This design comes from an exercise in tuning for small area and a short achievable clock period on the open sky130 flow, not from production work.
Only simulation tests tie the RTL to the original design; equivalence was not proved.
The clock port is modelled as an ideal driver; clocking choices that lean on that would not hold on a real chip.

==> flow/design.v <==
`timescale 1ns/1ps
module adc_rca #(
    parameter int W = 8
) (
    input  logic [W-1:0] a_i,
    input  logic [W-1:0] b_i,
    input  logic         c_i,
    output logic [W-1:0] s_o,
    output logic         c_o
);
    for (genvar i = 0; i < W; i++) begin : g_bit
        logic ci;
        logic co;
        if (i == 0) begin : g_first
            assign ci = c_i;
        end else begin : g_next
            assign ci = g_bit[i-1].co;
        end
        assign s_o[i] = a_i[i] ^ b_i[i] ^ ci;
        assign co     = (a_i[i] & b_i[i]) | (ci & (a_i[i] ^ b_i[i]));
    end
    assign c_o = g_bit[W-1].co;
endmodule
module adc_div_step #(
    parameter int W = 10
) (
    input  logic [W-1:0] rem_i,
    input  logic         bit_i,
    input  logic [W-1:0] divn_i,         
    output logic         q_o,
    output logic [W-1:0] rem_o
);
    logic [W:0]   t;
    logic [W-1:0] diff;
    logic         c;
    assign t = {rem_i, bit_i};
    adc_rca #(.W(W)) i_sub (.a_i(t[W-1:0]), .b_i(divn_i), .c_i(1'b1), .s_o(diff), .c_o(c));
    assign q_o   = c | t[W];
    assign rem_o = q_o ? diff : t[W-1:0];
endmodule
module adc_mul (
    input  logic        clk_i,
    input  logic        rst_i,
    input  logic [11:0] x_i,
    input  logic [9:0]  y_i,
    input  logic [9:0]  z_i,
    output logic [11:0] fp_o             
);
    localparam int KA = 2;
    localparam int KB = 5;
    localparam int KC = 12 - KA - KB;
    localparam int YK = 6;
    logic [11:0] x_q;
    logic [9:0]  y_q;
    logic [9:0]  z_q;
    logic [3:0]  vld_q;                  
    always_ff @(posedge clk_i) begin
        x_q <= x_i;
        y_q <= y_i;
        z_q <= z_i;
    end
    always_ff @(posedge clk_i or posedge rst_i) begin
        if (rst_i) begin
            vld_q <= '0;
        end else begin
            vld_q <= {vld_q[2:0], 1'b1};
        end
    end
    logic [21:0] prod;
    for (genvar r = 0; r < 10; r++) begin : g_row
        logic [12:0] acc;                
        if (r == 0) begin : g_first
            assign acc = {1'b0, x_q & {12{y_q[0]}}};
        end else begin : g_next
            adc_rca #(.W(12)) i_add (
                .a_i (g_row[r-1].acc[12:1]),
                .b_i (x_q & {12{y_q[r]}}),
                .c_i (1'b0),
                .s_o (acc[11:0]),
                .c_o (acc[12])
            );
        end
        assign prod[r] = acc[0];
    end
    assign prod[21:10] = g_row[9].acc[12:1];
    logic [9:0] ge_diff;                 
    logic       ge;
    adc_rca #(.W(10)) i_ge (.a_i(prod[21:12]), .b_i(~z_q), .c_i(1'b1), .s_o(ge_diff), .c_o(ge));
    logic [9:0] z_n8, z_n4, z_n2, z_odd;
    assign z_n8  = (z_q[7:0]  == '0) ? (z_q  >> 8) : z_q;
    assign z_n4  = (z_n8[3:0] == '0) ? (z_n8 >> 4) : z_n8;
    assign z_n2  = (z_n4[1:0] == '0) ? (z_n4 >> 2) : z_n4;
    assign z_odd = (z_n2[0]   == '0) ? (z_n2 >> 1) : z_n2;
    for (genvar k = 0; k < YK; k++) begin : g_ymod_a
        logic [k:0] t;
        logic [k:0] diff;
        logic [k:0] rem;
        logic       c;
        if (k == 0) begin : g_first
            assign t = y_q[9];
        end else begin : g_next
            assign t = {g_ymod_a[k-1].rem, y_q[9-k]};
        end
        adc_rca #(.W(k+1)) i_sub (.a_i(t), .b_i(~z_odd[k:0]), .c_i(1'b1), .s_o(diff), .c_o(c));
        assign rem = (c && (z_odd[9:k+1] == '0)) ? diff : t;
    end
    logic       x_nz;
    logic [9:0] zn;                      
    assign x_nz = (x_q != '0);
    assign zn   = ~{z_q[9:1], z_q[0] | (z_q == '0)};
    logic [9:0]  rem_a [0:KA];
    logic [11:0] lq_a  [0:KA];           
    assign rem_a[0] = prod[21:12];
    assign lq_a[0]  = prod[11:0];
    for (genvar k = 0; k < KA; k++) begin : g_stp_a
        logic q;
        adc_div_step i_step (.rem_i(rem_a[k]), .bit_i(lq_a[k][11]), .divn_i(zn),
                             .q_o(q), .rem_o(rem_a[k+1]));
        assign lq_a[k+1] = {lq_a[k][10:0], q};
    end
    logic [9:0]  rem_a_q;
    logic [11:0] lq_a_q;
    logic [9:0]  zn_a_q;
    logic        sat_a_q;                
    logic [9:0]  ym_a_q;                 
    logic [9:0]  zo_a_q;                 
    logic        xnz_a_q;                
    always_ff @(posedge clk_i) begin
        rem_a_q <= rem_a[KA];
        lq_a_q  <= lq_a[KA];
        zn_a_q  <= zn;
        sat_a_q <= ge && x_nz && (y_q != '0);
        ym_a_q  <= {g_ymod_a[YK-1].rem, y_q[9-YK:0]};
        zo_a_q  <= z_odd;
        xnz_a_q <= x_nz;
    end
    logic [9:0]  rem_b [0:KB];
    logic [11:0] lq_b  [0:KB];
    assign rem_b[0] = rem_a_q;
    assign lq_b[0]  = lq_a_q;
    for (genvar k = 0; k < KB; k++) begin : g_stp_b
        logic q;
        adc_div_step i_step (.rem_i(rem_b[k]), .bit_i(lq_b[k][11]), .divn_i(zn_a_q),
                             .q_o(q), .rem_o(rem_b[k+1]));
        assign lq_b[k+1] = {lq_b[k][10:0], q};
    end
    for (genvar k = YK; k < 9; k++) begin : g_ymod_b
        logic [k:0] t;
        logic [k:0] diff;
        logic [k:0] rem;
        logic       c;
        if (k == YK) begin : g_first
            assign t = ym_a_q[9:9-k];
        end else begin : g_next
            assign t = {g_ymod_b[k-1].rem, ym_a_q[9-k]};
        end
        adc_rca #(.W(k+1)) i_sub (.a_i(t), .b_i(~zo_a_q[k:0]), .c_i(1'b1), .s_o(diff), .c_o(c));
        assign rem = (c && (zo_a_q[9:k+1] == '0)) ? diff : t;
    end
    logic [9:0] y_last;
    logic       y_div;                   
    assign y_last = {g_ymod_b[8].rem, ym_a_q[0]};
    assign y_div  = (y_last == '0) || (y_last == zo_a_q);
    logic [9:0]  rem_b_q;
    logic [11:0] lq_b_q;
    logic [9:0]  zn_b_q;
    logic        sat_b_q;
    logic        d_b_q;
    always_ff @(posedge clk_i) begin
        rem_b_q <= rem_b[KB];
        lq_b_q  <= lq_b[KB];
        zn_b_q  <= zn_a_q;
        sat_b_q <= sat_a_q;
        d_b_q   <= !y_div && xnz_a_q;    
    end
    logic [9:0]  rem_c [0:KC-1];
    logic [11:0] lq_c  [0:KC-1];
    assign rem_c[0] = rem_b_q;
    assign lq_c[0]  = lq_b_q;
    for (genvar k = 0; k < KC - 1; k++) begin : g_stp_c
        logic q;
        adc_div_step i_step (.rem_i(rem_c[k]), .bit_i(lq_c[k][11]), .divn_i(zn_b_q),
                             .q_o(q), .rem_o(rem_c[k+1]));
        assign lq_c[k+1] = {lq_c[k][10:0], q};
    end
    logic [10:0] t_last;
    logic [9:0]  diff_last;
    logic        c_last;
    assign t_last = {rem_c[KC-1], lq_c[KC-1][11]};
    adc_rca #(.W(10)) i_last (.a_i(t_last[9:0]), .b_i(zn_b_q), .c_i(1'b1), .s_o(diff_last), .c_o(c_last));
    logic [11:0] quot_q;
    logic        sat_q;
    logic        dec_q;                  
    always_ff @(posedge clk_i) begin
        quot_q <= {lq_c[KC-1][10:0], c_last | t_last[10]};
        sat_q  <= sat_b_q;
        dec_q  <= d_b_q && ((diff_last == '0) || (t_last == '0));
    end
    logic [11:0] res;
    for (genvar i = 0; i < 12; i++) begin : g_dec
        if (i == 0) begin : g_first
            assign res[i] = vld_q[3] && (sat_q || (quot_q[i] ^ dec_q));
        end else begin : g_next
            assign res[i] = vld_q[3] && (sat_q || (quot_q[i] ^ (dec_q && (quot_q[i-1:0] == '0))));
        end
    end
    always_ff @(posedge clk_i or posedge rst_i) begin
        if (rst_i) begin
            fp_o <= '0;
        end else begin
            fp_o <= res;
        end
    end
endmodule
==> flow/config.mk <==
export PLATFORM = sky130hd
export DESIGN_NAME = adc_mul
export DESIGN_NICKNAME = adc_mul
export VERILOG_FILES = /design/flow/design.v
export SDC_FILE = /design/flow/constraint.sdc
export NUM_CORES = 4
export LEC_CHECK = 0
export CAP_MARGIN = 20
export CORE_MARGIN = 2
export CORE_UTILIZATION = 70
export CTS_BUF_LIST = sky130_fd_sc_hd__clkbuf_8
export SLEW_MARGIN = 20
==> flow/constraint.sdc <==
create_clock -name core_clock -period 110.0 [get_ports {clk_i}]
set_input_delay 22.0000 -clock core_clock [delete_from_list [all_inputs] [get_ports {clk_i}]]
set_output_delay 22.0000 -clock core_clock [all_outputs]
set_load 0.01 [all_outputs]
standard.sh (not shown) runs the stock make flow with config.mk's settings and CLKGATE_MAP_FILE= SYNTH_SCRIPT=/design/flow/synth_recipe.tcl, a recipe that flattens the netlist after the stock synthesis.
==> flow/flow/run.sh <==
#!/bin/bash
# The standard layout, with the smallest buffer on the ports instead of a delay
# buffer, and no dummy loads on the clock tree.
set -euo pipefail
export BUFFER_PORTS_ARGS="-buffer_cell sky130_fd_sc_hd__buf_1"
export CTS_ARGS="-sink_clustering_enable -repair_clock_nets -buf_list sky130_fd_sc_hd__clkbuf_8 -dont_use_dummy_load"
bash standard.sh > standard.log 2>&1
==> next run, changes <==
==> flow/flow/run.sh (replaced) <==
#!/bin/bash
# The standard layout, with the smallest buffer on the ports instead of a delay
# buffer, and larger clock sink clusters without dummy loads.
set -euo pipefail
export BUFFER_PORTS_ARGS="-buffer_cell sky130_fd_sc_hd__buf_1"
export CTS_ARGS="-sink_clustering_enable -repair_clock_nets -buf_list sky130_fd_sc_hd__clkbuf_8 -dont_use_dummy_load -sink_clustering_size 25 -sink_clustering_max_diameter 80 -sink_clustering_levels 1"
bash standard.sh > standard.log 2>&1
=>
- wire length does not change
- synthesized cell count is unchanged
- worst hold slack stays the same

* * *

run A:
Another version of the RTL of adc_mul (not shown whole).
Size in the first run: about 1400 cells after synthesis, roughly 0.012 mm^2 of cells after synthesis.
==> flow/config.mk <==
export PLATFORM = sky130hd
export DESIGN_NAME = adc_mul
export DESIGN_NICKNAME = adc_mul
export VERILOG_FILES = /design/flow/design.v
export SDC_FILE = /design/flow/constraint.sdc
export NUM_CORES = 4
export LEC_CHECK = 0
export ABC_AREA = 1
export CAP_MARGIN = 20
export CORE_MARGIN = 2
export CORE_UTILIZATION = 70
export CTS_BUF_LIST = sky130_fd_sc_hd__clkbuf_8
export SLEW_MARGIN = 20
export SYNTH_HIERARCHICAL = 1
export SYNTH_MINIMUM_KEEP_SIZE = 0
==> flow/constraint.sdc <==
create_clock -name core_clock -period 110.0 [get_ports {clk_i}]
set_input_delay 22.0000 -clock core_clock [delete_from_list [all_inputs] [get_ports {clk_i}]]
set_output_delay 22.0000 -clock core_clock [all_outputs]
set_load 0.01 [all_outputs]
==> flow/flow/run.sh <==
#!/bin/bash
# The standard layout with three changes:
#  - the smallest buffer on the ports instead of a delay buffer;
#  - a clock tree under a strong root buffer, without dummy loads;
#  - half adder cells left out, so that synthesis maps half adders to gates
#    (the design's half adders mostly need inverted inputs or outputs).
set -euo pipefail
export BUFFER_PORTS_ARGS="-buffer_cell sky130_fd_sc_hd__buf_1"
export CTS_ARGS="-sink_clustering_enable -repair_clock_nets -root_buf sky130_fd_sc_hd__clkbuf_16 -buf_list sky130_fd_sc_hd__clkbuf_16 -dont_use_dummy_load"
# The platform's own don't-use list, plus the half adders
plat_du=$(sed -n '/^export DONT_USE_CELLS += \\/,/^#/p' "$FLOW_HOME/platforms/$FLOW_PLATFORM/config.mk" \
          | grep -v '^#' | grep -v 'export' | tr -d '\\' | tr -s ' \n' ' ')
du="$plat_du sky130_fd_sc_hd__ha_1 sky130_fd_sc_hd__ha_2 sky130_fd_sc_hd__ha_4"
echo "DONT_USE_CELLS=$du" > dont_use.log
bash standard.sh "DONT_USE_CELLS=$du" finish > standard.log 2>&1
No stage failed in run A, and the final checks on the layout all came back clean.
## Diff of input files: run B against run A
--- a/flow/flow/run.sh
+++ b/flow/flow/run.sh
@@ -8,3 +8,3 @@
 export BUFFER_PORTS_ARGS="-buffer_cell sky130_fd_sc_hd__buf_1"
-export CTS_ARGS="-sink_clustering_enable -repair_clock_nets -root_buf sky130_fd_sc_hd__clkbuf_16 -buf_list sky130_fd_sc_hd__clkbuf_16 -dont_use_dummy_load"
+export CTS_ARGS="-sink_clustering_enable -repair_clock_nets -root_buf sky130_fd_sc_hd__clkbuf_16 -buf_list sky130_fd_sc_hd__clkbuf_8 -dont_use_dummy_load"
 # The platform's own don't-use list, plus the half adders
### Flow results
Combined global-route utilization of all metal layers (higher): run A
Looking at run A and run B, the maximum frequency is a wash.
Per the comparison of run B with run A, first-pass GRT wire length decreased by about 1.2% relative to the old numbers; number of global-route vias before repair fell about 1%.
Looking at post-layout worst setup margin across both flows, run B is the stronger of the two, with run A trailing.
In the flow results for run A and run B, the wire length is larger on run A.
Setup changes, run B to run C
--- a/flow/flow/run.sh
+++ b/flow/flow/run.sh
@@ -8,3 +8,3 @@
 export BUFFER_PORTS_ARGS="-buffer_cell sky130_fd_sc_hd__buf_1"
-export CTS_ARGS="-sink_clustering_enable -repair_clock_nets -root_buf sky130_fd_sc_hd__clkbuf_16 -buf_list sky130_fd_sc_hd__clkbuf_8 -dont_use_dummy_load"
+export CTS_ARGS="-sink_clustering_enable -repair_clock_nets -root_buf sky130_fd_sc_hd__clkbuf_16 -buf_list sky130_fd_sc_hd__clkbuf_4 -dont_use_dummy_load"
 # The platform's own don't-use list, plus the half adders
[summary]
- The tightest hold margin of run C is higher than that of run B.
- Run C vs run B: wire length per cell down slightly
- The run showing the smaller global-route usage is run C.
- The post-route minimum period reported for run C is greater than that of run B by 0.014 ns.
- Between run C and run B, the worst path setup slack after routing is lower for run C.
- Global-route track usage on met3 across run C and run B: no real change.

* * *

Setup of job 3352:
adc_mul, a different RTL version from the one above (not shown whole).
Size in the first run: roughly 130 flip-flops, about 46 I/O pins, roughly 0.011 mm2 of cells after synthesis.
clock: 110.0 ns
lec_check: 0
abc_area: 1
cap_margin: 20
core_margin: 2
core_utilization: 70
cts_buf_list: sky130_fd_sc_hd__clkbuf_8
slew_margin: 85
synth_hierarchical: 1
synth_minimum_keep_size: 0
==> flow/flow/run.sh <==
#!/bin/bash
# The standard layout with these changes:
#  - the smallest buffer on the ports instead of a delay buffer;
#  - a clock tree of small leaf buffers under a strong root buffer, without
#    dummy loads; leaves that drive many flip-flops are upsized after CTS
#    (flow/post_cts.tcl);
#  - half adder cells and the stronger sizes of logic cells left out, so that
#    synthesis maps half adders to gates (the design's half adders mostly need
#    inverted inputs or outputs) and uses the smallest cells; every path has
#    plenty of time at the design's period;
#  - an area-oriented ABC script (amap) for the gate mapping (flow/abc_area.script,
#    used with ABC_AREA 1): ORFS's scripts are copied into the work folder
#    and that one file replaced.
set -euo pipefail
export BUFFER_PORTS_ARGS="-buffer_cell sky130_fd_sc_hd__buf_1"
export CTS_ARGS="-sink_clustering_enable -repair_clock_nets -root_buf sky130_fd_sc_hd__clkbuf_16 -buf_list sky130_fd_sc_hd__clkbuf_4 -dont_use_dummy_load"
export POST_CTS_TCL="$PWD/flow/post_cts.tcl"
# The platform's own don't-use list, plus the half adders
plat_du=$(sed -n '/^export DONT_USE_CELLS += \\/,/^#/p' "$FLOW_HOME/platforms/$FLOW_PLATFORM/config.mk" \
          | grep -v '^#' | grep -v 'export' | tr -d '\\' | tr -s ' \n' ' ')
# Logic cells of drive 2 and up; buffers, inverters and flip-flops keep theirs
lib="$FLOW_HOME/platforms/$FLOW_PLATFORM/lib/sky130_fd_sc_hd__tt_025C_1v80.lib"
big=$(grep -oE 'cell *\( *"?sky130_fd_sc_hd__[a-z0-9_]+_(2|4|6|8|12|16)"? *\)' "$lib" | grep -oE 'sky130_fd_sc_hd__[a-z0-9_]+' \
      | grep -vE 'clkbuf|buf_|clkinv|inv_|dfrtp|dfxtp|dlygate|clkdly|fill|decap|tap|conb|diode|einv|ebuf|probe|lpflow|bufbuf|bufinv|clkinvlp' | tr '\n' ' ')
du="$plat_du sky130_fd_sc_hd__ha_1 $big"
echo "DONT_USE_CELLS=$du" > dont_use.log
rm -rf scripts_local
cp -r "$FLOW_HOME/scripts" scripts_local
cp flow/abc_area.script scripts_local/abc_area.script
bash standard.sh "DONT_USE_CELLS=$du" "SCRIPTS_DIR=$PWD/scripts_local" finish > standard.log 2>&1
==> flow/flow/abc_area.script <==
strash
dch
amap
topo
stime -c
buffer -c
upsize -c
dnsize -c
Other scripts of this flow, unchanged in this note and not shown: flow/flow/post_cts.tcl
What ended job 3352 was a tool error in global routing; the run never finished.
What job 6039 does differently from job 3352 at the input level:
- SLEW_MARGIN: 85 -> 50
==> notes.md <==
Job 6039: all stages complete, timing, DRC and antenna checks passed. Diff job 3352..job 6039 | proportion of synthesized chip area in sequential cells | unchanged. Against job 3352, job 6039 comes in 22150 ps higher on setup slack after placement. Job 3352 -> job 6039: number of nets in the synthesized netlist flat. Diff job 3352 -> job 6039: die width ~0 delta, number of different library cells in the post-synthesis netlist ~0 delta, post-synthesis cell area ~0 delta. Half-perimeter wire length after placement is higher on job 3352.
diff inputs: job 6039 => job 4696
- a change of SLEW_MARGIN from 50 to 70
[summary]
Comparing job 4696 and job 6039, the higher setup slack on the worst flop-to-flop path was measured on job 6039.
Area added between synthesis and finish (lower): job 6039
Job 4696 and job 6039 ended up with nearly the same area of combinational cells with multiple inputs.
Going from job 6039 to job 4696, critical path arrival now sits at about the same level, flip-flop and latch count essentially unchanged, flip-flop and latch share of the layout cell area about even, final critical delay including setup and external delays picked up an extra 11 ps, number of remaining DRC errors held.
Relative to job 6039, the non-clock buffer count of job 4696 is higher by 40%.
Compared with job 6039, job 4696 has less setup slack.
Here is what was changed in the inputs of job 2734 compared with job 4696.
- SLEW_MARGIN: 70 -> 20
diff --git a/flow/flow/run.sh b/flow/flow/run.sh
--- a/flow/flow/run.sh
+++ b/flow/flow/run.sh
@@ -10,3 +10,3 @@
 #    plenty of time at the design's period;
-#  - an area-oriented ABC script (amap) for the gate mapping (flow/abc_area.script,
+#  - an area-oriented ABC script for the gate mapping (flow/abc_area.script,
 #    used with ABC_AREA 1): ORFS's scripts are copied into the work folder
==> flow/flow/abc_area.script <==
strash
dch
map -a
topo
stime -c
buffer -c
upsize -c
dnsize -c
Results
From job 2734 to job 4696, worst hold path stage count did not move at all. [compare] base=job 4696 new=job 2734: biggest cell delay along the critical path climbed 200 ps; sequential share of layout area shows a reduction of 0.95 points; worst hold slack went down 17 ps. Job 2734 has completed all stages; timing, DRC and antenna checks passed.

[afterwards: timing with drivers on the ports]
In the flow no input, the clock included, has a driving cell. The finished layouts below were timed again as built, in two steps.
Step 1: set_driving_cell puts a clkbuf_16 on clk_i and a buf_2 on each other input, an assumption about the parent block.
Step 2 times the ports against the registers' clock, not the clock port: input delays grow and output delays shrink by t, the midpoint of the rising clock arrivals with the driver on.
Slacks: ideal ports / drivers / drivers and shift; pairs: ideal ports / drivers.
run | t (ns) | slack for setup (ns) | worst setup path at the end | latest minus earliest clock arrival (ns) | slew at the worst register clock pin (ns)
the first run of note 1 | 0.493 | 87.017 / 86.975 / 87.367 | register to register | 0.045 / 0.046 | 0.11 / 0.11
the second run of note 1 | 0.493 | 87.017 / 86.975 / 87.367 | register to register | 0.045 / 0.046 | 0.11 / 0.11
run A | 0.456 | 87.101 / 87.054 / 87.510 | register to output | 0.018 / 0.018 | 0.06 / 0.06
run B | 0.406 | 87.144 / 87.097 / 87.503 | register to output | 0.026 / 0.026 | 0.08 / 0.08
run C | 0.399 | 87.130 / 87.084 / 87.483 | register to output | 0.047 / 0.047 | 0.12 / 0.12
job 6039 | 0.399 | 87.164 / 87.117 / 87.516 | register to output | 0.032 / 0.032 | 0.10 / 0.10
job 4696 | 0.396 | 87.153 / 87.106 / 87.384 | register to register | 0.031 / 0.031 | 0.10 / 0.10
job 2734 | 0.397 | 86.820 / 86.820 / 86.820 | register to register | 0.035 / 0.035 | 0.11 / 0.11
After both steps setup and hold are still met in every run listed.
